This design comes from an exercise in tuning for a short achievable clock period and few clock cycles per item on the open sky130 flow, not from production work. Only simulation tests tie the RTL to the original design; equivalence was not proved. Power is estimated from default activity; no workload was simulated.

==> flow/design.v <==
`timescale 1ns/1ps
package stack_cpu_pkg;
    parameter int data_len = 8;
    parameter int addr_len = 8;
    typedef logic [data_len-1:0] data_word_t;
    typedef logic [addr_len-1:0] mem_addr_t;
    typedef logic [3:0]          opcode_t;
    localparam opcode_t OP_PUSH  = 4'd0;
    localparam opcode_t OP_LOAD  = 4'd1;
    localparam opcode_t OP_STORE = 4'd2;
    localparam opcode_t OP_ADD = 4'd8;
    localparam opcode_t OP_SUB = 4'd9;
    localparam opcode_t OP_AND = 4'd10;
    localparam opcode_t OP_XOR = 4'd11;
    typedef enum logic [2:0] {
        XFER_IDLE,
        XFER_PUSH,
        XFER_POP,
        XFER_LOAD,
        XFER_WAIT,
        XFER_STORE
    } xfer_state_t;
    typedef enum logic [1:0] {
        ALU_IDLE,
        ALU_POP_B,
        ALU_POP_A,
        ALU_PUSH
    } alu_state_t;
endpackage
`timescale 1ns/1ps
module stack_memory #(
    parameter int DATA_LEN    = stack_cpu_pkg::data_len,
    parameter int STACK_DEPTH = 8
) (
    input  logic                      clk,
    input  logic                      rstn,
    input  logic                      push,       
    input  logic                      pop,        
    input  stack_cpu_pkg::data_word_t top,
    output stack_cpu_pkg::data_word_t second
);
    logic [DATA_LEN-1:0] s [1:STACK_DEPTH-1];
    assign second = s[1];
    always_ff @(posedge clk or negedge rstn) begin
        if (!rstn) begin
            for (int i = 1; i < STACK_DEPTH; i++) s[i] <= '0;
        end else if (push) begin
            s[1] <= top;
            for (int i = 2; i < STACK_DEPTH; i++) s[i] <= s[i-1];
        end else if (pop) begin
            for (int i = 1; i < STACK_DEPTH-1; i++) s[i] <= s[i+1];
            s[STACK_DEPTH-1] <= '0;
        end
    end
endmodule
`timescale 1ns/1ps
`timescale 1ns/1ps
module data_ram #(
    parameter int DATA_LEN = stack_cpu_pkg::data_len,
    parameter int ADDR_LEN = stack_cpu_pkg::addr_len,
    parameter int HB       = 1
) (
    input  logic                        clk,
    input  logic                        wr_en,
    input  stack_cpu_pkg::mem_addr_t    addr,
    input  stack_cpu_pkg::data_word_t   wr_data,
    output logic [(2**HB)*DATA_LEN-1:0] rd_part
);
    localparam int NB = 2 ** HB;
    localparam int LO = ADDR_LEN - HB;
    logic                wb_valid;
    logic [ADDR_LEN-1:0] wb_addr;
    logic [DATA_LEN-1:0] wb_data;
    logic                lo_hit;
    always_ff @(posedge clk) begin
        wb_valid <= wr_en;
        if (wr_en) begin
            wb_addr <= addr;
            wb_data <= wr_data;
        end
    end
    assign lo_hit = wb_valid && wb_addr[LO-1:0] == addr[LO-1:0];
    for (genvar b = 0; b < NB; b++) begin : g_bank
        logic [DATA_LEN-1:0] mem [2**LO];
        always_ff @(posedge clk) begin
            if (wb_valid && wb_addr[ADDR_LEN-1:LO] == HB'(b)) begin
                mem[wb_addr[LO-1:0]] <= wb_data;
            end
        end
        assign rd_part[b*DATA_LEN +: DATA_LEN] =
            (lo_hit && wb_addr[ADDR_LEN-1:LO] == HB'(b)) ? wb_data : mem[addr[LO-1:0]];
    end
endmodule
`timescale 1ns/1ps
`timescale 1ns/1ps
module stack_alu_unit #(
    parameter int DATA_LEN = stack_cpu_pkg::data_len
) (
    input  logic [DATA_LEN-1:0] a,
    input  logic [DATA_LEN-1:0] b,
    input  logic [1:0]          op,
    output logic [DATA_LEN-1:0] r
);
    logic [DATA_LEN-1:0] sum, diff;
    stack_alu_adder #(.N(DATA_LEN)) u_add (.a(a), .b(b),  .cin(1'b0), .s(sum));
    stack_alu_adder #(.N(DATA_LEN)) u_sub (.a(a), .b(~b), .cin(1'b1), .s(diff));
    always_comb begin
        case (op)
            2'd0: r = sum;
            2'd1: r = diff;
            2'd2: r = a & b;
            default: r = a ^ b;
        endcase
    end
endmodule
module stack_alu_adder #(
    parameter int N = 8
) (
    input  logic [N-1:0] a,
    input  logic [N-1:0] b,
    input  logic         cin,
    output logic [N-1:0] s
);
    logic [N-1:0] p, g, gg, pp, gn, pn;
    always_comb begin
        p = a ^ b;
        g = a & b;
        gg = g;
        pp = p;
        gg[0] = g[0] | (p[0] & cin);
        for (int d = 1; d < N; d = d * 2) begin
            gn = gg;
            pn = pp;
            for (int i = d; i < N; i++) begin
                gn[i] = gg[i] | (pp[i] & gg[i-d]);
                pn[i] = pp[i] & pp[i-d];
            end
            gg = gn;
            pp = pn;
        end
        s[0] = p[0] ^ cin;
        for (int i = 1; i < N; i++) s[i] = p[i] ^ gg[i-1];
    end
endmodule
`timescale 1ns/1ps
module stack_cpu #(
    parameter int DATA_LEN    = stack_cpu_pkg::data_len,
    parameter int ADDR_LEN    = stack_cpu_pkg::addr_len,
    parameter int STACK_DEPTH = 8
) (
    input  logic                             clk,
    input  logic                             rstn,
    input  logic                             start,
    input  stack_cpu_pkg::opcode_t           opcode,
    input  stack_cpu_pkg::data_word_t        operand,
    output logic                             done,
    output stack_cpu_pkg::data_word_t        stack_top,
    output logic [$clog2(STACK_DEPTH+1)-1:0] stack_count,
    output logic                             fault
);
    localparam int HB = 1;
    localparam int NB = 2 ** HB;
    localparam int LO = ADDR_LEN - HB;
    localparam int CNT_W = $clog2(STACK_DEPTH + 1);
    logic is_push, is_load, is_store, is_alu;
    logic full, empty, lt2;
    logic push_ok, load_ok, pop_op;
    logic [DATA_LEN-1:0] cand [NB];
    logic [NB-1:0]       sel_oh;
    logic [HB-1:0]       sel_b;
    logic [DATA_LEN-1:0] top, top_o, second, alu_r;
    logic [NB*DATA_LEN-1:0] rd_part;
    logic [CNT_W-1:0]    count;
    assign done = start;
    assign is_push  = start && opcode == stack_cpu_pkg::OP_PUSH;
    assign is_load  = start && opcode == stack_cpu_pkg::OP_LOAD;
    assign is_store = start && opcode == stack_cpu_pkg::OP_STORE;
    assign is_alu   = start && opcode[3:2] == 2'b10;
    assign full  = (count == CNT_W'(STACK_DEPTH));
    assign empty = (count == '0);
    assign lt2   = (count < CNT_W'(2));
    assign push_ok = (is_push || is_load) && !full;
    assign load_ok = is_load && !full;
    assign pop_op  = is_store || is_alu;
    assign top = cand[sel_b];
    always_comb begin
        top_o = '0;
        for (int b = 0; b < NB; b++) top_o = top_o | (cand[b] & {DATA_LEN{sel_oh[b]}});
    end
    assign stack_top   = top_o;
    assign stack_count = count;
    stack_alu_unit #(.DATA_LEN(DATA_LEN)) u_alu (
        .a(second), .b(top), .op(opcode[1:0]), .r(alu_r)
    );
    stack_memory #(.DATA_LEN(DATA_LEN), .STACK_DEPTH(STACK_DEPTH)) u_stack (
        .clk(clk), .rstn(rstn), .push(push_ok), .pop(pop_op),
        .top(top), .second(second)
    );
    data_ram #(.DATA_LEN(DATA_LEN), .ADDR_LEN(ADDR_LEN), .HB(HB)) u_ram (
        .clk(clk), .wr_en(is_store), .addr(operand), .wr_data(top),
        .rd_part(rd_part)
    );
    for (genvar b = 1; b < NB; b++) begin : g_cand
        always_ff @(posedge clk) begin
            if (load_ok) cand[b] <= rd_part[b*DATA_LEN +: DATA_LEN];
        end
    end
    always_ff @(posedge clk or negedge rstn) begin
        if (!rstn) begin
            cand[0] <= '0;
            sel_oh  <= '0;
            sel_b   <= '0;
            count   <= '0;
            fault   <= 1'b0;
        end else begin
            if (load_ok) begin
                cand[0] <= rd_part[DATA_LEN-1:0];
                sel_oh  <= NB'(1) << operand[ADDR_LEN-1:LO];
                sel_b   <= operand[ADDR_LEN-1:LO];
            end else if (push_ok) begin
                cand[0] <= operand;
                sel_oh  <= NB'(1);
                sel_b   <= '0;
            end else if (is_store) begin
                cand[0] <= second;
                sel_oh  <= NB'(1);
                sel_b   <= '0;
            end else if (is_alu) begin
                cand[0] <= alu_r;
                sel_oh  <= NB'(1);
                sel_b   <= '0;
            end
            if (push_ok) begin
                count <= count + 1'b1;
            end else if (is_store) begin
                if (!empty) count <= count - 1'b1;
            end else if (is_alu) begin
                if (!lt2) count <= count - 1'b1;
                else      count <= CNT_W'(1);
            end
            if (((is_push || is_load) && full) || (is_store && empty) || (is_alu && lt2)) begin
                fault <= 1'b1;
            end
        end
    end
endmodule
==> flow/run.sh <==
#!/bin/bash
# synth_recipe.tcl (not shown) runs the flow's synth.tcl, then flattens the netlist and writes it again
# the make line also repeats each setting of config.mk as NAME=value (left out here)
make -C /OpenROAD-flow-scripts/flow DESIGN_CONFIG=/design/flow/config.mk WORK_HOME=/design/flow/orfs CLKGATE_MAP_FILE= SYNTH_SCRIPT=/design/flow/synth_recipe.tcl finish
==> flow/config.mk <==
export PLATFORM = sky130hd
export DESIGN_NAME = stack_cpu
export DESIGN_NICKNAME = stack_cpu
export VERILOG_FILES = /design/flow/design.v
export SDC_FILE = /design/flow/constraint.sdc
export NUM_CORES = 4
export LEC_CHECK = 0
export CAP_MARGIN = 20
export CORE_MARGIN = 2
export CORE_UTILIZATION = 60
export PLACE_DENSITY = 0.7
export SETUP_SLACK_MARGIN = 2.4
export SLEW_MARGIN = 20
==> flow/constraint.sdc <==
create_clock -name core_clock -period 5.0 [get_ports {clk}]
set_input_delay 1.0000 -clock core_clock [delete_from_list [all_inputs] [get_ports {clk}]]
set_output_delay 1.0000 -clock core_clock [all_outputs]
set_load 0.01 [all_outputs]
==> run summary <==
## kinds of logic after synthesis
family / after synthesis
mux: 691
simple gates: 593
fa+ha+maj: 22
compound gates: 343
flops: 2144
buf+inv: 275
xor+xnor: 11
## sequential cells by signal (all words and copies together) (netlist names)
| register | cells |
|---|---|
| u_stack.s | 56 |
| sel_oh | 1 |
| cand | 16 |
| u_ram.g_bank.mem | 2048 |
| fault | 1 |
| u_ram.wb_valid | 1 |
| count | 4 |
| u_ram.wb_data | 8 |
| sel_b | 1 |
| u_ram.wb_addr | 8 |
## synth_stat cells, types with 7 or more instances
master	instances
a211oi_1	12
a21oi_1	38
a221oi_1	41
a22o_1	33
a22oi_1	36
a31oi_1	10
buf_1	17
buf_2	64
buf_4	39
buf_6	18
clkbuf_1	116
dfrtp_1	71
edfxtp_1	2072
ha_1	20
inv_1	19
mux2_2	12
mux2i_1	124
mux4_2	555
nand2_1	144
nand2b_1	9
nand3_1	37
nand4_1	12
nor2_1	303
nor2b_1	20
nor3_1	24
nor4_1	7
o211ai_1	8
o21ai_0	109
o22ai_1	7
o41ai_1	9
or3_1	14
xor2_1	10
## worst max path at each step
stage,startpoint,endpoint,slack [ns]
detailed placement,operand[0],cand[0][7],0.46
finish,u_ram.wb_addr[3],u_ram.g_bank[0].mem[105][6],2.00
CTS,u_ram.wb_addr[4],u_ram.g_bank[1].mem[81][2],2.04
global placement,operand[0],cand[0][7],0.61
global route,u_ram.wb_addr[3],u_ram.g_bank[0].mem[105][2],1.91
floorplan,u_ram.wb_data[5],u_ram.g_bank[0].mem[0][5],0.92
## repair_timing
| action | 4_1_cts | 5_1_grt |
|---|---|---|
| gates resized for setup | 411 | 281 |
| buffers inserted | 47 | 59 |
| setup endpoints to repair | 1959 | 1702 |
| pin swaps | 23 | 39 |
| gates cloned | 12 | 8 |
## worst max-delay path: stages, from the launching register on
cell and delay (ns):
edfxtp_1 0.66, nor2b_1 0.54, nand3_2 0.69, nor2_2 0.72
## metal layers
| layer | vias to the layer above | track usage | share of wire |
|---|---|---|---|
| li1 | 17500 | - | - |
| met1 | 22800 | 0.427 | 0.39 |
| met2 | 2477 | 0.456 | 0.48 |
| met3 | 440 | 0.0517 | 0.096 |
| met4 | 8 | 0.0999 | 0.039 |
| met5 | - | 0 | 0.00024 |
## power groups by stage
| stage | clock network (mW) | logic [mW] | registers (mW) |
|---|---|---|---|
| after floorplan | 0 | 1.20 | 20.0 |
| after global placement | 0 | 1.87 | 20.0 |
| after detailed placement | 0 | 1.89 | 20.0 |
| after CTS | 14.6 | 2.11 | 19.6 |
| after global routing | 15.3 | 2.37 | 19.6 |
| final | 14.5 | 2.27 | 19.6 |
## layout make-up
type                       count  area share
antenna                        1   0.0000257
sequential                  2144       0.656
clock buffer                 253      0.0551
multi-input combinational   1662       0.220
timing repair buffer         289      0.0357
inverter                      21    0.000872
clock inverter               114     0.00827
tap                         1876      0.0241
## metrics by stage
| stage | std cells | power (mW) | hold WS (ns) | instance area (µm²) |
|---|---|---|---|---|
| 4_1_cts | 6291 | 36.3 | 0.303 | 95600 |
| 5_1_grt | 6359 | 37.3 | 0.362 | 97500 |
| 3_5_place_dp | 5865 | 21.9 | 0.482 | 87300 |
| 3_3_place_gp | 5865 | 21.9 | 0.480 | 87300 |
| 6_report | 6360 | 36.3 | 0.317 | 97500 |
| 2_1_floorplan | 4079 | 21.2 | 0.465 | 84600 |
==> run summary <==
Outcome = no timing/DRC/antenna violations
Die Area = 144000 µm²
Post-Syn Nets = 4116
FF/Latch Area = 64000 µm²
Die H = 379 µm
PwrDens = 373 nW/µm²
Initial Util = 0.605
DR WL/cell = 33.1 µm
Most frequent cells in the layout = 2072 x edfxtp_1, 555 x mux4_2, 214 x clkbuf_16
Multi-input gate area = 21400 µm²
Yosys warnings = 7
IO Port Bufs = 28
Max IR drop VDD = 0.346 mV
Syn Area/Cell = 20.7 µm²
Setup TNS = 0 ns
P_int = 28.5 mW
Hold buffers post-CTS = 0
Cell area after synthesis = 84600 µm²
FILL cells = 8280
IO Pins = 29
Most common cell after layout, fill and taps aside = edfxtp_1
Final core utilization = 0.698
Post-synth EDFFs = 2072
Kind of critical path = flop to flop
Crit path max fanout = 16
RSZ-0062 raised after global routing = yes
Rel. slew slack = 0.155
Post-place setup slack = 0.457 ns
All-layer global routing usage = 0.293
Reg2Reg Setup Slack = 2.00 ns
Largest net degree at the start of global routing = 203
Post-Synth Adder-Cell Area = 0.00343
Worst r2r dst = u_ram.g_bank[0].mem[105][6]
Global route overflow = 0
CP Data Required Time = 5.47 ns
Clk pin slew, worst setup/hold paths = 0.06 ns
Fin crit share = 0.599
Least-Margin Pin Slew = 1.27 ns
# rows = 137
Post-Syn Instances = 4079
Tmin final = 3.00 ns
Max Cap Viol = 0
Type of the tightest min-delay check = input pin to async pin
Post-synthesis cell type count = 63
# setup viols final = 0
Ys async rst share = 0.0331
CP Capture Type = flop
Top cell type's share of synthesized area = 0.736
Max Clk Rate = 334 MHz
Worst-skew pair later-pin latency = 0.83 ns
Ys flop type = edfxtp_1
Register area share after synthesis = 0.757
Htree depth = 4
Area of the core = 140000 µm²
Main combinational cell family by area after synthesis = multiplexers
Post-synth top area cell = edfxtp_1
Number of DRC markers in iteration 0 = 5574
Complex-gate fraction of the synthesized area = 0.0276
Vias = 43200
Switch Pwr = 7.84 mW
Vias in the first global route = 41700
Die width = 379 µm
Synth Area in XOR/XNOR = 0.00114
Initial antenna violation count = 4
Combinational fraction of design power = 0.062
Final Wtd Congestion = 0.890
Root Buffer = clkbuf_16
FF+latch count, synth = 2144
Detailed placement HPWL = 120000 µm
DRC = 0
Final hold violations = 0
Clock Power Share = 0.398
Final Max Slew Viols = 0
Synth top area cells = edfxtp_1 74%, mux4_2 15%, dfrtp_1 2.1%
Number of buffers created by CTS = 205
Final ANT Viol Nets = 0
CP arrival = 3.46 ns
Leakage = 30.4 nW
First-pass GRT wire length = 297000 µm
CTS max path bufs = 3
R2R depth = 3
Register share of total power = 0.539
Final WL = 211000 µm
Net Sw Frac = 0.216
Drt via density = 6.79
CTS sink cnt = 2144
DRT Pass-1 Iters = 6
Area grow syn2layout = 15.3%
Worst Clk Skew = 0.0343 ns
Mux contribution to synthesized area = 0.164
Fraction of layout cells with a size suffix above 1 = 0.338
CP Launch Type = flop
PnR worst setup slack = 2.00 ns
Final net count = 4360
CTS tree = yes
R2R Path Start = u_ram.wb_addr[3]
Post-Synth Simple-Gate Area = 0.0301
Testbench counts, summed over its fixed seeds: cycles 16,008, instrs 16,000.

-- afterwards: timing with drivers on the ports --
No port has a modelled driver above. Below, the same layout with a new extraction and two added sets of constraints.
Step 1: set_driving_cell puts a clkbuf_16 on clk and a buf_2 on each other input, an assumption about the parent block.
Step 2, shift: input delay + t, output delay - t, t = (earliest + latest rising clock arrival at the registers) / 2. This alone moves slack from input paths to output paths.
a / b / c = no drivers / after step 1 / after step 2; a / b = the first two.
t (ns): 0.893
slack for setup (ns): 2.003 / 1.937 / 1.043
clock arrival spread, ns: 0.035 / 0.035
worst data-port slew with drivers (ns): 0.33
cell pins on the clock port's net: 1
After both steps setup and hold are still met in this run. For this run, drivers alone change the setup slack by -0.066 ns; drivers and shift together by -0.960 ns.
